Background: an optimization exercise with open tools, aiming at small area and a short achievable clock period. Do not read the settings as production practice. Power and IR drop assume default switching activity.

Setup of lane 1:
==> flow/design.v <==
module pdl_ctrl #(
   parameter int N       = 32,
   parameter int OUT_NUM = 8
) (
   input  logic                 clk,
   input  logic                 reset,
   input  logic                 cfg_valid,
   output logic                 cfg_ready,
   input  logic [7:0]           cfg_addr,
   input  logic [N-1:0]         cfg_data,
   output logic                 cfg_err,
   input  logic                 commit,
   input  logic                 arm,
   input  logic                 abort,
   input  logic                 ext_trigger,
   output logic [OUT_NUM-1:0]   ch_trigger,
   output logic [OUT_NUM*N-1:0] ch_dl,
   output logic [OUT_NUM*N-1:0] ch_wb,
   output logic                 busy,
   output logic                 commit_pending,
   output logic                 done
);
   logic [19:0] ld, kp;
   logic        err_d;
   pdl_decode u_decode (
      .cfg_valid(cfg_valid), .cfg_ready(cfg_ready), .cfg_addr(cfg_addr),
      .reset(reset), .ld(ld), .kp(kp), .err(err_d)
   );
   always_ff @(posedge clk) begin
      cfg_ready <= ~reset;
      cfg_err   <= err_d;
   end
   logic [N-1:0]       sh_dl  [OUT_NUM];
   logic [N-1:0]       sh_wb  [OUT_NUM];
   logic [OUT_NUM-1:0] sh_mask;
   logic [N-1:0]       sh_on, sh_off, sh_shots;
   logic [OUT_NUM-1:0] ld_dl, ld_wb, kp_dl, kp_wb;
   logic               ld_mask, ld_on, ld_off, ld_shots;
   logic               kp_mask, kp_on, kp_off, kp_shots;
   always_comb begin
      ld_dl    = ld[7:0];
      ld_wb    = ld[15:8];
      ld_mask  = ld[16];
      ld_on    = ld[17];
      ld_off   = ld[18];
      ld_shots = ld[19];
      kp_dl    = kp[7:0];
      kp_wb    = kp[15:8];
      kp_mask  = kp[16];
      kp_on    = kp[17];
      kp_off   = kp[18];
      kp_shots = kp[19];
   end
   always_ff @(posedge clk) begin
      for (int k = 0; k < OUT_NUM; k++) begin
         sh_dl[k] <= ({N{ld_dl[k]}} & cfg_data) | ({N{kp_dl[k]}} & sh_dl[k]);
         sh_wb[k] <= ({N{ld_wb[k]}} & cfg_data) | ({N{kp_wb[k]}} & sh_wb[k]);
      end
      sh_mask  <= ({OUT_NUM{ld_mask}} & cfg_data[OUT_NUM-1:0]) | ({OUT_NUM{kp_mask}} & sh_mask);
      sh_on    <= ({N{ld_on}}    & cfg_data) | ({N{kp_on}}    & sh_on);
      sh_off   <= ({N{ld_off}}   & cfg_data) | ({N{kp_off}}   & sh_off);
      sh_shots <= ({N{ld_shots}} & cfg_data) | ({N{kp_shots}} & sh_shots);
   end
   logic st_wait, st_on, st_off;
   logic idle;
   logic timer_one, shot_one;            
   logic last;                           
   logic do_copy;
   logic cp, hd;                         
   assign idle    = ~busy;
   assign do_copy = (commit & (idle | abort | last)) | (commit_pending & (abort | last));
   assign cp      = do_copy & ~reset;
   assign hd      = ~do_copy & ~reset;
   logic [N-1:0]       act_dl [OUT_NUM];
   logic [N-1:0]       act_wb [OUT_NUM];
   logic [OUT_NUM-1:0] act_mask;
   logic [N-1:0]       act_on, act_off, act_shots;
   always_ff @(posedge clk) begin
      for (int k = 0; k < OUT_NUM; k++) begin
         act_dl[k] <= ({N{cp}} & sh_dl[k]) | ({N{hd}} & act_dl[k]);
         act_wb[k] <= ({N{cp}} & sh_wb[k]) | ({N{hd}} & act_wb[k]);
      end
      act_mask  <= ({OUT_NUM{cp}} & sh_mask)  | ({OUT_NUM{hd}} & act_mask);
      act_on    <= ({N{cp}} & sh_on)    | ({N{hd}} & act_on);
      act_off   <= ({N{cp}} & sh_off)   | ({N{hd}} & act_off);
      act_shots <= ({N{cp}} & sh_shots) | ({N{hd}} & act_shots);
   end
   always_ff @(posedge clk) begin
      commit_pending <= ~reset & ~do_copy & (commit | commit_pending);
   end
   logic sync1, sync2, rise;
   always_ff @(posedge clk) begin
      sync1 <= ~reset & ext_trigger;
      sync2 <= ~reset & sync1;
   end
   assign rise = sync1 & ~sync2;
   logic [N-1:0] timer, shot;
   logic [N-1:0] on_v, off_v, shots_v;   
   logic         on_one, off_one, shots_one;
   logic         on_hz, off_hz, shots_hz, timer_hz, shot_hz;   
   logic         timer_two, shot_is2;
   pdl_hz u_on_hz    (.v(act_on),    .z(on_hz));
   pdl_hz u_off_hz   (.v(act_off),   .z(off_hz));
   pdl_hz u_shots_hz (.v(act_shots), .z(shots_hz));
   pdl_hz u_timer_hz (.v(timer),     .z(timer_hz));
   pdl_hz u_shot_hz  (.v(shot),      .z(shot_hz));
   assign timer_two = timer_hz & timer[1] & ~timer[0];
   assign shot_is2  = shot_hz  & shot[1]  & ~shot[0];
   always_comb begin
      on_one    = on_hz    & ~act_on[1];
      off_one   = off_hz   & ~act_off[1];
      shots_one = shots_hz & ~act_shots[1];
      on_v      = {act_on[N-1:1],    act_on[0]    | on_one};
      off_v     = {act_off[N-1:1],   act_off[0]   | off_one};
      shots_v   = {act_shots[N-1:1], act_shots[0] | shots_one};
   end
   logic run;                            
   logic tload;                          
   assign run   = st_on | st_off;
   assign tload = ~run | timer_one;
   logic [N-1:0] tld, timer_dec;
   logic         tz8, tz16, tz24;
   assign tld = st_on ? off_v : on_v;
   always_comb begin
      for (int i = 0; i < N; i++) begin
         logic brw;
         brw = 1'b1;
         for (int j = (i / 8) * 8; j < i; j++) brw = brw & ~timer[j];
         if (i >= 8  && i < 16) brw = brw & tz8;
         if (i >= 16 && i < 24) brw = brw & tz16;
         if (i >= 24)           brw = brw & tz24;
         timer_dec[i] = timer[i] ^ brw;
      end
   end
   always_ff @(posedge clk) begin
      if (tload) begin
         timer     <= tld;
         timer_one <= st_on ? off_one : on_one;
         tz8       <= (tld[7:0]  == '0);
         tz16      <= (tld[15:0] == '0);
         tz24      <= (tld[23:0] == '0);
      end else begin
         timer     <= timer_dec;
         timer_one <= timer_two;
         tz8       <= (timer[7:0]  == 8'd1);
         tz16      <= (timer[15:0] == 16'd1);
         tz24      <= (timer[23:0] == 24'd1);
      end
   end
   logic       shot_two, z8, z16, z24;
   logic       lz8, lz16, lz24;
   pdl_lowz u_lowz (.v(shot[23:0]), .z8(lz8), .z16(lz16), .z24(lz24));
   logic [N-1:0] shot_dec;
   always_comb begin
      for (int i = 0; i < N; i++) begin
         logic brw;
         brw = 1'b1;
         for (int j = (i / 8) * 8; j < i; j++) brw = brw & ~shot[j];
         if (i >= 8)  brw = brw & z8;
         if (i >= 16) brw = brw & z16;
         if (i >= 24) brw = brw & z24;
         shot_dec[i] = shot[i] ^ brw;
      end
   end
   always_ff @(posedge clk) begin
      shot_two <= shot_is2;
      z8       <= lz8;
      z16      <= lz16;
      z24      <= lz24;
      if (~run) begin
         shot     <= shots_v;
         shot_one <= shots_one;
      end else if (st_off & timer_one) begin
         shot     <= shot_dec;
         shot_one <= shot_two;
      end
   end
   logic mask_nz;
   assign mask_nz = |act_mask;
   always_ff @(posedge clk) begin
      if (reset | abort) begin
         st_wait    <= 1'b0;
         st_on      <= 1'b0;
         st_off     <= 1'b0;
         busy       <= 1'b0;
         last       <= 1'b0;
         done       <= 1'b0;
         ch_trigger <= '0;
      end else begin
         st_wait    <= (idle & arm & mask_nz) | (st_wait & ~rise);
         st_on      <= (st_wait & rise) | (st_on & ~timer_one) | (st_off & timer_one);
         st_off     <= (st_on & timer_one & ~shot_one) | (st_off & ~timer_one);
         busy       <= (idle & arm & mask_nz) | st_wait | st_off | (st_on & ~last);
         done       <= (idle & arm & ~mask_nz) | last;
         last       <= (st_wait & rise & on_one & shots_one)
                     | (st_on & ~timer_one & timer_two & shot_one)
                     | (st_off & timer_one & on_one & shot_two);
         ch_trigger <= ((st_wait & rise) | (st_on & ~timer_one) | (st_off & timer_one))
                       ? act_mask : '0;
      end
   end
   for (genvar k = 0; k < OUT_NUM; k++) begin : g_pack
      assign ch_dl[k*N +: N] = act_dl[k];
      assign ch_wb[k*N +: N] = act_wb[k];
   end
endmodule
module pdl_hz (
   input  logic [31:0] v,
   output logic        z
);
   assign z = ~|v[31:2];
endmodule
module pdl_lowz (
   input  logic [23:0] v,
   output logic        z8,
   output logic        z16,
   output logic        z24
);
   logic a, b, c;
   assign a   = ~|v[7:0];
   assign b   = ~|v[15:8];
   assign c   = ~|v[23:16];
   assign z8  = a;
   assign z16 = a & b;
   assign z24 = a & b & c;
endmodule
module pdl_decode (
   input  logic        cfg_valid,
   input  logic        cfg_ready,
   input  logic [7:0]  cfg_addr,
   input  logic        reset,
   output logic [19:0] ld,
   output logic [19:0] kp,
   output logic        err
);
   logic       wr_en, g_dl, g_wb, g_cf;
   logic [7:0] lo;
   logic [19:0] hit;
   always_comb begin
      wr_en = cfg_valid & cfg_ready;
      g_dl  = wr_en & (cfg_addr[7:3] == 5'b00000);
      g_wb  = wr_en & (cfg_addr[7:3] == 5'b01000);
      g_cf  = wr_en & (cfg_addr[7:3] == 5'b10000) & ~cfg_addr[2];
      for (int k = 0; k < 8; k++) lo[k] = (cfg_addr[2:0] == 3'(k));
      for (int k = 0; k < 8; k++) begin
         hit[k]     = g_dl & lo[k];
         hit[8 + k] = g_wb & lo[k];
      end
      for (int k = 0; k < 4; k++) hit[16 + k] = g_cf & lo[k];
      ld  = hit & {20{~reset}};
      kp  = ~hit & {20{~reset}};
      err = ~reset & wr_en & ~(g_dl | g_wb | g_cf);
   end
endmodule
export LEC_CHECK = 0
export CAP_MARGIN = 20
export CORE_MARGIN = 2
export CORE_UTILIZATION = 60
export CTS_CLUSTER_DIAMETER = 100
export CTS_CLUSTER_SIZE = 25
export SETUP_SLACK_MARGIN = 1.35
export SLEW_MARGIN = 20
export SYNTH_HIERARCHICAL = 1
export BUFFER_PORTS_ARGS = -buffer_cell sky130_fd_sc_hd__buf_2
create_clock -name core_clock -period 3.4 [get_ports {clk}]
standard.sh (not shown) runs the stock make flow with config.mk's settings and CLKGATE_MAP_FILE= SYNTH_SCRIPT=/design/flow/synth_recipe.tcl, a recipe that flattens the netlist after the stock synthesis.
==> flow/flow/run.sh <==
#!/bin/bash
# The standard layout, except that buffer_ports uses plain buf_2 cells
# for the port buffers instead of the delay cells it picks by default.
# The make output goes to standard.log in the work folder; ORFS's own
# per-step logs stay under orfs/logs/.
set -euo pipefail
cat >> config.mk <<'EOF'
export BUFFER_PORTS_ARGS = -buffer_cell sky130_fd_sc_hd__buf_2
EOF
bash standard.sh > standard.log 2>&1
### lane 1 -> lane 2
- swapping 1.35 for 1.2 in SETUP_SLACK_MARGIN
Notes after the runs:
Reported for lane 2 and lane 1, maximum clock path buffer count turned out identical to the last digit.
The wire length reported by the detailed router reported for lane 2 is smaller than that of lane 1 by 6.1%.
Higher fraction of power spent switching nets was reported by lane 1, not lane 2.
In terms of total power, lane 2 and lane 1 differ only marginally.
From lane 1 to lane 2 the numbers moved as follows: final instance area now smaller, total net switching power now smaller.
No run of this note included a check of the RTL's function; only the layout flow was run.

[separate check: timing with driven ports]
How much do the figures lean on ideal ports? The routed layouts below were timed once more, with nothing changed but the port constraints.
Step 1, drivers: a clkbuf_16 drives clk and a buf_2 each remaining input, both assumed.
Step 2, shift: input delay + t, output delay - t, t = (earliest + latest rising clock arrival at the registers) / 2. This alone moves slack from input paths to output paths.
Three values: no drivers, after step 1, after step 2; two values: the first two.
| run | shift t [ns] | setup WS [ns] | clock arrival spread, ns |
|---|---|---|---|
| lane 1 | 0.736 | 1.254 / 1.256 / 0.520 | 0.027 / 0.027 |
| lane 2 | 0.727 | 1.199 / 1.199 / 0.637 | 0.030 / 0.030 |
After both steps setup and hold are still met in every run listed. For lane 1, which loses most, drivers alone change the setup slack by +0.002 ns; drivers and shift together by -0.734 ns.
